What follows belongs to an exercise in optimizing a design on an open flow for small area and a short achievable clock period; a production flow would make more cautious choices. Only simulation tests tie the RTL to the original design; equivalence was not proved. Power is estimated from default activity; no workload was simulated.

== run 1 ==
Design cpu_core, start of the top module:
module cpu_core (
	input  wire logic               clk_i,
	input  wire logic               rst_i,
	output      logic [32-1:0] imem_addr_o,
	input  wire logic [32-1:0] imem_data_i,     
	output      logic [32-1:0] dmem_addr_o,
	output      logic [32-1:0] dmem_wdata_o,
	input  wire logic [32-1:0] dmem_rdata_i,    
	output      logic               dmem_wr_o,       
	output      logic               dmem_rd_o
);
	cpu_pkg::ctrl_t ctrl;
	logic [5-1:0] rs_idx;
	logic [5-1:0] rt_idx;
	logic [5-1:0] rd_idx;
	logic [5-1:0] dst_idx;
	logic [15:0]        imm;
	logic [25:0]        target;
	logic [32-1:0] rs_data;
	logic [32-1:0] rt_data;
	logic [32-1:0] src_b;
	logic [32-1:0] alu_result;
	logic [32-1:0] wb_data;
	assign rs_idx = imem_data_i[25:21];
	assign rt_idx = imem_data_i[20:16];
	assign rd_idx = imem_data_i[15:11];
	assign imm    = imem_data_i[15:0];
	assign target = imem_data_i[25:0];
	cpu_decoder u_decoder (
		.instr_i (imem_data_i),
		.ctrl_o  (ctrl)
	);
	cpu_pc u_pc (
		.clk_i    (clk_i),
		.rst_i    (rst_i),
		.beq_i    (ctrl.beq),
		.bne_i    (ctrl.bne),
		.jump_i   (ctrl.jump),
		.eq_i     (rs_data == rt_data),
		.imm_i    (imm),
		.target_i (target),
		.pc_o     (imem_addr_o)
	);
	assign dst_idx = ctrl.dst_is_rd ? rd_idx : rt_idx;
	assign wb_data = ctrl.mem_read ? dmem_rdata_i : alu_result;
	cpu_regfile u_regfile (
		.clk_i     (clk_i),
		.rst_i     (rst_i),
		.rs_idx_i  (rs_idx),
		.rt_idx_i  (rt_idx),
		.rs_data_o (rs_data),
		.rt_data_o (rt_data),
		.wr_idx_i  (dst_idx),
		.wr_data_i (wb_data),
		.wr_en_i   (ctrl.reg_write)
	);
	always_comb begin
		if (ctrl.b_is_rt)      src_b = rt_data;
		else if (ctrl.b_sext)  src_b = {{(32-16){imm[15]}}, imm};
		else if (ctrl.b_upper) src_b = {imm, 16'h0000};
		else                   src_b = {{(32-16){1'b0}}, imm};
	end
	cpu_alu u_alu (
		.ctrl_i   (ctrl),
		.a_i      (rs_data),
		.b_i      (src_b),
		.result_o (alu_result)
	);
	cpu_addr_add u_addr (
  ...
clock: 11.0 ns
lec_check: 0
cap_margin: 20
core_margin: 2
core_utilization: 45
cts_buf_list: sky130_fd_sc_hd__clkbuf_16
cts_cluster_diameter: 100
cts_cluster_size: 20
setup_slack_margin: 4
slew_margin: 20
synth_hierarchical: 1
tns_end_percent: 5
standard.sh (not shown) runs the stock make flow with config.mk's settings and CLKGATE_MAP_FILE= SYNTH_SCRIPT=/design/flow/synth_recipe.tcl, a recipe that flattens the netlist after the stock synthesis.
==> flow/flow/run.sh <==
#!/bin/bash
# Own layout flow: the standard ORFS flow, with two modules mapped by
# hand instead of by ABC: the register-file read ports (flow/gen_rdport.py),
# the load/store address adder (flow/gen_addr.py) and the alu adder
# (flow/gen_alu_add.py). Ports get buf_2
# buffers. Every tool's output goes to a log file in this folder.
set -euo pipefail
W=$(pwd)

# hand-mapped cells
python3 flow/gen_rdport.py "$W/rdport_cells.v" > "$W/gen_rdport.log" 2>&1
python3 flow/gen_addr.py "$W/addr_cells.v" > "$W/gen_addr.log" 2>&1
python3 flow/gen_alu_add.py "$W/alu_add_cells.v" > "$W/gen_alu_add.log" 2>&1

# The standard flow's synthesis script, with those modules swapped before flattening
python3 - "$W" <<'PY' > "$W/my_synth.log" 2>&1
import sys
w = sys.argv[1]
s = open(f"{w}/synth_recipe.tcl").read()
swap = (
    "yosys delete cpu_rdport cpu_addr_add cpu_alu_add\n"
    f"yosys read_verilog {w}/rdport_cells.v\n"
    f"yosys read_verilog {w}/addr_cells.v\n"
    f"yosys read_verilog {w}/alu_add_cells.v\n"
    "yosys hierarchy -top $::env(DESIGN_NAME)\n"
)
key = "setattr -mod -unset keep_hierarchy"
assert key in s
s = s.replace(key, swap + key, 1)
open(f"{w}/my_synth.tcl", "w").write(s)
print(s)
PY

bash standard.sh SYNTH_SCRIPT="$W/my_synth.tcl" BUFFER_PORTS_ARGS="-buffer_cell sky130_fd_sc_hd__buf_2" finish > "$W/make_finish.log" 2>&1
Other scripts of this flow, unchanged in this note and not shown: flow/flow/gen_addr.py, flow/flow/gen_alu_add.py, flow/flow/gen_rdport.py
Run 1 finished every stage and its layout cleared the timing, design-rule and antenna checks.
What run 2 does differently from run 1 at the input level:
- a change of SETUP_SLACK_MARGIN from 4 to 3.5
==> comparison <==
Compared with run 1, in run 2 worst hold slack now sits lower; setup slack of the worst register-to-register path -0.05 ns.
Comparing run 1 and run 2, transition time at the pin with the least slew margin is higher on run 1.
Global-route wire length before repair, run 1 and run 2, higher one = run 2.
Compared with run 1, run 2 shows a synthesis-to-layout area growth that is 0.20 points lower.
Via count of the first global-routing pass: run 2 vs run 1 up 558
The final cell count was comparable across run 1 and run 2.
Run 1 completed end to end with timing, DRC and antenna clean.
Run 2 went all the way through synthesis, placement and routing and the layout is clean on timing, DRC and antenna.
The power per cell area of run 1 and that of run 2 are within noise of each other.
Post-route met1 wirelength for run 2: 1900 um up relative to run 1
Antenna diode count, run 1 and run 2, lower one = run 2.
Global-route usage: run 2 > run 1
Edits applied to the flow inputs when going from run 2 to run 3:
- GPL_ROUTABILITY_DRIVEN: unset -> 0
-- flow/flow/run.sh --
<<< run 2, line 1
#!/bin/bash
# Own layout flow: the standard ORFS flow, with two modules mapped by
# hand instead of by ABC: the register-file read ports (flow/gen_rdport.py),
# the load/store address adder (flow/gen_addr.py) and the alu adder
>>> run 3, line 1
#!/bin/bash
# Own layout flow: the standard ORFS flow, with three modules mapped by
# hand instead of by ABC: the register-file read ports (flow/gen_rdport.py),
# the load/store address adder (flow/gen_addr.py) and the alu adder
Run 3 against run 2: number of post-CTS setup repair buffers fell 17, cell area after layout fell about 1.2%, cell internal power dissipation rose about 0.7%.
Between run 3 and run 2, register-to-register setup slack is lower for run 2, run 3 comes in above that.
From run 2 to run 3 the numbers moved as follows: length of the first detailed-routing pass in iterations lost 1; first-pass GRT wire length has decreased; share of the clock period used by the worst path decreased 0.37 points.
Between run 2 and run 3, the clock share of power figures differ only marginally.
Against run 2 as the reference, run 3 delivers a lower global-route usage.
Worst stage delay on the critical path on run 3 is down relative to run 2.
Final worst-path setup slack, run 3 and run 2, lower one = run 2.


cpu_core, a different RTL version from the one above (not shown whole).
Size: about 3,700 cells after synthesis, ~160 I/O pins, roughly 49,000 um2 of cells after synthesis.
clock: 11.0 ns
lec_check: 0
cap_margin: 20
core_margin: 2
core_utilization: 45
cts_buf_list: sky130_fd_sc_hd__clkbuf_16
cts_cluster_diameter: 100
cts_cluster_size: 20
setup_slack_margin: 4
slew_margin: 20
synth_hierarchical: 1
tns_end_percent: 5
==> flow/flow/run.sh <==
#!/bin/bash
# Own layout flow: the standard ORFS flow, with two modules mapped by
# hand instead of by ABC: the register-file read ports (flow/gen_rdport.py),
# the load/store address adder (flow/gen_addr.py) and the alu adder
# (flow/gen_alu_add.py). Ports get buf_2
# buffers. Every tool's output goes to a log file in this folder.
set -euo pipefail
W=$(pwd)

# hand-mapped cells
python3 flow/gen_rdport.py "$W/rdport_cells.v" > "$W/gen_rdport.log" 2>&1
python3 flow/gen_addr.py "$W/addr_cells.v" > "$W/gen_addr.log" 2>&1
python3 flow/gen_alu_add.py "$W/alu_add_cells.v" > "$W/gen_alu_add.log" 2>&1

# The standard flow's synthesis script, with those modules swapped before flattening
python3 - "$W" <<'PY' > "$W/my_synth.log" 2>&1
import sys
w = sys.argv[1]
s = open(f"{w}/synth_recipe.tcl").read()
swap = (
    "yosys delete cpu_rdport cpu_addr_add cpu_alu_add\n"
    f"yosys read_verilog {w}/rdport_cells.v\n"
    f"yosys read_verilog {w}/addr_cells.v\n"
    f"yosys read_verilog {w}/alu_add_cells.v\n"
    "yosys hierarchy -top $::env(DESIGN_NAME)\n"
)
key = "setattr -mod -unset keep_hierarchy"
assert key in s
s = s.replace(key, swap + key, 1)
open(f"{w}/my_synth.tcl", "w").write(s)
print(s)
PY

bash standard.sh SYNTH_SCRIPT="$W/my_synth.tcl" BUFFER_PORTS_ARGS="-buffer_cell sky130_fd_sc_hd__buf_2" finish > "$W/make_finish.log" 2>&1
Other scripts of this flow, unchanged in this note and not shown: flow/flow/gen_addr.py, flow/flow/gen_alu_add.py, flow/flow/gen_rdport.py
The baseline completed with no timing, DRC or antenna violations.
Edit:
--- a/flow/flow/run.sh
+++ b/flow/flow/run.sh
@@ -1,3 +1,3 @@
 #!/bin/bash
-# Own layout flow: the standard ORFS flow, with two modules mapped by
+# Own layout flow: the standard ORFS flow, with three modules mapped by
 # hand instead of by ABC: the register-file read ports (flow/gen_rdport.py),
GPL_ROUTABILITY_DRIVEN = 0   (was default)
SETUP_SLACK_MARGIN = 3.5   (was 4)
Result: The new run produced a clean layout. Setup slack gains 0.082 ns. Maximum frequency goes up by 1.0%. Hold slack loses 0.0081 ns. Total power drops by 2.2%. Non-clock buffer count shrinks by 28. Cell area went down by 1.9%. Via count came out lower by 0.60%.
Edit:
--- a/flow/flow/run.sh
+++ b/flow/flow/run.sh
@@ -1,3 +1,3 @@
 #!/bin/bash
-# Own layout flow: the standard ORFS flow, with three modules mapped by
+# Own layout flow: the standard ORFS flow, with two modules mapped by
 # hand instead of by ABC: the register-file read ports (flow/gen_rdport.py),
GPL_ROUTABILITY_DRIVEN = default   (was 0)
Sequential power is about the same; total power came out higher by 1.5%; non-clock buffer count came out higher by 16.

## afterwards: timing with drivers on the ports
Ports are ideal in the flow. The routed layouts listed here were re-timed in OpenROAD. Step 1, drivers: a clkbuf_16 drives clk_i and a buf_2 each remaining input, both assumed. Step 2, shift: input delay + t, output delay - t, t = (earliest + latest rising clock arrival at the registers) / 2. This alone moves slack from input paths to output paths. Three values: no drivers, after step 1, after step 2; two values: the first two.
run	shift t [ns]	slack for setup (ns)	worst setup path at the end	cell pins on the clock port's net
run 1	0.739	3.079 / 3.007 / 2.745	input to register	1
run 2	0.760	2.900 / 2.761 / 2.467	input to register	1
run 3	0.740	2.940 / 2.765 / 2.454	input to register	1
the first run of note 2	0.782	2.934 / 2.871 / 2.558	input to register	1
the second run of note 2	0.749	3.016 / 2.960 / 2.519	input to register	1
the third run of note 2	0.792	3.029 / 2.916 / 2.568	input to register	1
After both steps setup and hold are still met in every run listed. The setup slack of the second run of note 2, which loses most, moves by -0.056 ns with the drivers and by -0.497 ns with both steps.
